Context: an optimization exercise on an open-source flow, tuned for small area, a short achievable clock period and few clock cycles per item. The choices shown serve that exercise and are no tape-out recipe. Where RTL was checked, it was by simulation tests only, not by an equivalence proof against the original.

== the baseline ==
// vector_magnitude_offset
module vector_magnitude_offset #(
    parameter int SAMPLE_WIDTH = 16
) (
    input  wire logic        clk,
    input  wire logic        rst_n,
    input  wire logic        pair_valid,
    output logic             pair_ready,
    input  wire logic [15:0] pair_x_value,
    input  wire logic [15:0] pair_y_value,
    input  wire logic        pair_last_in,
    output logic             result_valid,
    input  wire logic        result_ready,
    output logic [15:0]      result_magnitude,
    output logic             result_last_out
);
make LEC_CHECK=0 ABC_CLOCK_PERIOD_IN_PS=3300 CAP_MARGIN=20 CORE_MARGIN=2 CORE_UTILIZATION=40 PLACE_DENSITY=0.6 SETUP_SLACK_MARGIN=3.7 SLEW_MARGIN=20 finish   # period 7.0 ns
run.sh (not shown) runs the stock make flow with config.mk's settings and CLKGATE_MAP_FILE= SYNTH_SCRIPT=/design/flow/synth_recipe.tcl, a recipe that flattens the netlist after the stock synthesis.
The baseline finished end to end and its layout was clean on timing, DRC and antenna.
Setup changes, the baseline to the candidate
# the baseline
export LEC_CHECK = 0
export ABC_CLOCK_PERIOD_IN_PS = 3300
export CAP_MARGIN = 20
export CORE_MARGIN = 2
export CORE_UTILIZATION = 40
export PLACE_DENSITY = 0.6
export SETUP_SLACK_MARGIN = 3.7
export SLEW_MARGIN = 20
create_clock -name core_clock -period 7.0 [get_ports {clk}]
# the candidate
export LEC_CHECK = 0
export ABC_CLOCK_PERIOD_IN_PS = 3000
export CAP_MARGIN = 20
export CORE_MARGIN = 2
export CORE_UTILIZATION = 40
export PLACE_DENSITY = 0.6
export SETUP_SLACK_MARGIN = 4.0
export SLEW_MARGIN = 20
create_clock -name core_clock -period 7.0 [get_ports {clk}]
Notes after the runs:
The worst setup margin number comes out higher for the candidate vs the baseline.
Between the baseline and the candidate, the xor/xnor cell area share of the yosys netlist does not differ in any meaningful way.
The candidate finished all stages; the layout is clean.
Of the candidate and the baseline, the baseline shows the lower area growth from synthesis to layout, with the candidate above it.
In the flow results for the candidate and the baseline, the met3 routed wirelength is larger on the candidate.
The candidate against the baseline: core utilization up 1.8 points, final instance count without filler cells grew by 1.6%, count of inverters not on the clock network in the layout now sits at about the same level.
Lower wire length of the first global-routing pass was reported by the candidate, not the baseline.
Compare the candidate and the baseline | final cell area excluding filler cells lower: the baseline
No functional check of the RTL was part of any run of this note.

========
== sierra ==
vector_magnitude_offset again, from the RTL that the note above started with.
make LEC_CHECK=0 ABC_CLOCK_PERIOD_IN_PS=4000 CAP_MARGIN=20 CORE_MARGIN=2 CORE_UTILIZATION=40 PLACE_DENSITY=0.6 SETUP_SLACK_MARGIN=3.0 SLEW_MARGIN=20 finish   # period 7.0 ns
## Diff of input files: raven against sierra
- swapping 40 for 55 in CORE_UTILIZATION
- swapping 4000 for 3500 in ABC_CLOCK_PERIOD_IN_PS
- swapping 0.6 for 0.75 in PLACE_DENSITY
- swapping 3.0 for 3.5 in SETUP_SLACK_MARGIN
Findings:
Wire length for raven: about 2.6% up relative to sierra. On average vias per placed instance, the lower figure sits with sierra, not raven. raven vs sierra, worst-margin pin slew went up by 0.062 ns. Against sierra, the final cell area of raven is higher. Sort raven and sierra by fmax, descending, and raven comes first. Re share of final-layout standard cells stronger than drive strength 1: raven is 3.5 points up on sierra. raven vs. sierra: sequential share of layout area lost 0.41 points; CTS sink count neither gained nor lost much.
No functional check of the RTL was part of any run of this note.

========
## run A
vector_magnitude_offset, a different RTL version from the one above (not shown whole).
Size: ~2,400 cells after synthesis, about 380 flip-flops, about 56 I/O pins.
Settings: LEC_CHECK=0, ABC_CLOCK_PERIOD_IN_PS=3500, CAP_MARGIN=20, CORE_MARGIN=2, CORE_UTILIZATION=40, PLACE_DENSITY=0.6, SETUP_SLACK_MARGIN=3.62, SLEW_MARGIN=20; clock period 7.0 ns.
Testbench counts of run A, summed over its fixed seeds: cycles 16,080, items 16,000.
Modified inputs, run B compared to run A
- changing ABC_CLOCK_PERIOD_IN_PS from 3500 to 3300
- changing SETUP_SLACK_MARGIN from 3.62 to 3.6
### Flow results
Compared with run A, in run B per-instance average area after synthesis did not really move, number of antenna violations at the first check in global routing went up, setup slack went down, global-route met3 utilization did not really move, number of ordinary and repair buffers in the finished layout went down. Longest individual stage delay on the worst path: run B vs run A up 0.05 ns. Of the two values seen for first element of the critical path, p0_a[2] was produced by run B and p0_a[13] by run A.
Relative to run B, the following input files were edited for run C:
- swapping 3300 for 3000 in ABC_CLOCK_PERIOD_IN_PS
## What came out
Run C against run B: data arrival time of the critical path comparable, per-cell routed wire length comparable, hold-fix buffer count after cts comparable, buffers inserted during post-CTS setup optimization comparable.
As far as actual slew at the worst max-slew pin goes, run C and run B are indistinguishable; the numbers are identical.
Reported for run C and run B, area after synthesis turned out identical to the last digit.
Status: global-route usage parity (run B, run C)
Reported for run C and run B, setup slack turned out identical to the last digit.
From run C to run B, count of cells along the worst register-to-register path did not move at all.
The following lists how run D was set up differently from run C:
- SETUP_SLACK_MARGIN now 3.5, was 3.6
- ABC_CLOCK_PERIOD_IN_PS now 3500, was 3000
--- outcome ---
Relative to run C, the sequential share of layout area of run D is higher by 0.27 points.
Compared with run C, in run D number of nets in the finished design shrank by 16, share of the core filled with cells shrank by 0.36 points.
Reported for run D and run C, synthesized area per cell turned out identical to the last digit.
Run D reports a lower highest net fanout along the worst path than run C does.
From run C to run D the numbers moved as follows: share of post-route cells with drive strength above 1 went down, final worst slack went down, number of buffers outside the clock class in the layout went down.
Summary — number of instances resized during post-cts repair, run D relative to run C: lower, by 12.
What run E does differently from run D at the input level:
- a change of SETUP_SLACK_MARGIN from 3.5 to 3.65
- a change of ABC_CLOCK_PERIOD_IN_PS from 3500 to 3300
==> comparison <==
Looking at worst setup path category, the flip-flop to flip-flop result is from run E; the primary input to primary output one comes from run D. Wire length on met3 | run E above run D. Layout-stage area growth over the synthesis result delta for run E relative to run D: 1.3 points higher. met2 track demand over resource came out lower on run E than on run D. Number of fill cells on run E is down relative to run D. Looking at minimum clock period across both flows, run E is the stronger of the two, with run D trailing. Critical-path cell with the highest stage delay: sky130_fd_sc_hd__edfxtp_1 -> run E, sky130_fd_sc_hd__dlygate4sd2_1 -> run D. Changes observed in run E relative to run D: total number of vias now sits higher; worst slew slack as a fraction of its limit went down by 2.6 points; register-to-register setup slack moved up.

afterwards: timing with drivers on the ports:
In the flow no input, the clock included, has a driving cell. The finished layouts below were timed again as built, in two steps.
Step 1 (the two cells are an assumption about what drives the block):
set clk [get_ports {clk}]
set_driving_cell -lib_cell sky130_fd_sc_hd__clkbuf_16 $clk
set_driving_cell -lib_cell sky130_fd_sc_hd__buf_2 [delete_from_list [all_inputs] $clk]
Step 2 also shifts input and output timing later by t, the mid clock arrival at the registers, as if the neighbouring blocks saw the same clock.
Slacks: no drivers / after step 1 / after step 2; pairs: no drivers / after step 1.
| run | t (ns) | setup WS [ns] | hold slack, ns | slew at the worst register clock pin (ns) | pins driven straight from the clock port |
|---|---|---|---|---|---|
| the baseline | 0.647 | 3.590 / 3.590 / 3.295 | 0.413 / 0.413 / 0.413 | 0.06 / 0.06 | 1 |
| the candidate | 0.627 | 3.643 / 3.643 / 3.518 | 0.408 / 0.408 / 0.408 | 0.07 / 0.07 | 1 |
| sierra | 0.641 | 3.341 / 3.341 / 3.234 | 0.404 / 0.404 / 0.404 | 0.08 / 0.08 | 1 |
| raven | 0.633 | 3.520 / 3.520 / 3.258 | 0.409 / 0.409 / 0.409 | 0.07 / 0.07 | 1 |
| run A | 0.639 | 3.626 / 3.626 / 3.295 | 0.411 / 0.411 / 0.411 | 0.06 / 0.06 | 1 |
| run B | 0.632 | 3.597 / 3.597 / 3.220 | 0.415 / 0.415 / 0.415 | 0.07 / 0.07 | 1 |
| run C | 0.632 | 3.597 / 3.597 / 3.220 | 0.415 / 0.415 / 0.415 | 0.07 / 0.07 | 1 |
| run D | 0.629 | 3.546 / 3.523 / 3.071 | 0.405 / 0.405 / 0.405 | 0.07 / 0.07 | 1 |
| run E | 0.629 | 3.646 / 3.646 / 3.274 | 0.404 / 0.404 / 0.404 | 0.06 / 0.06 | 1 |
After both steps setup and hold are still met in every run listed. The setup slack of run D, which loses most, moves by -0.023 ns with the drivers and by -0.475 ns with both steps.
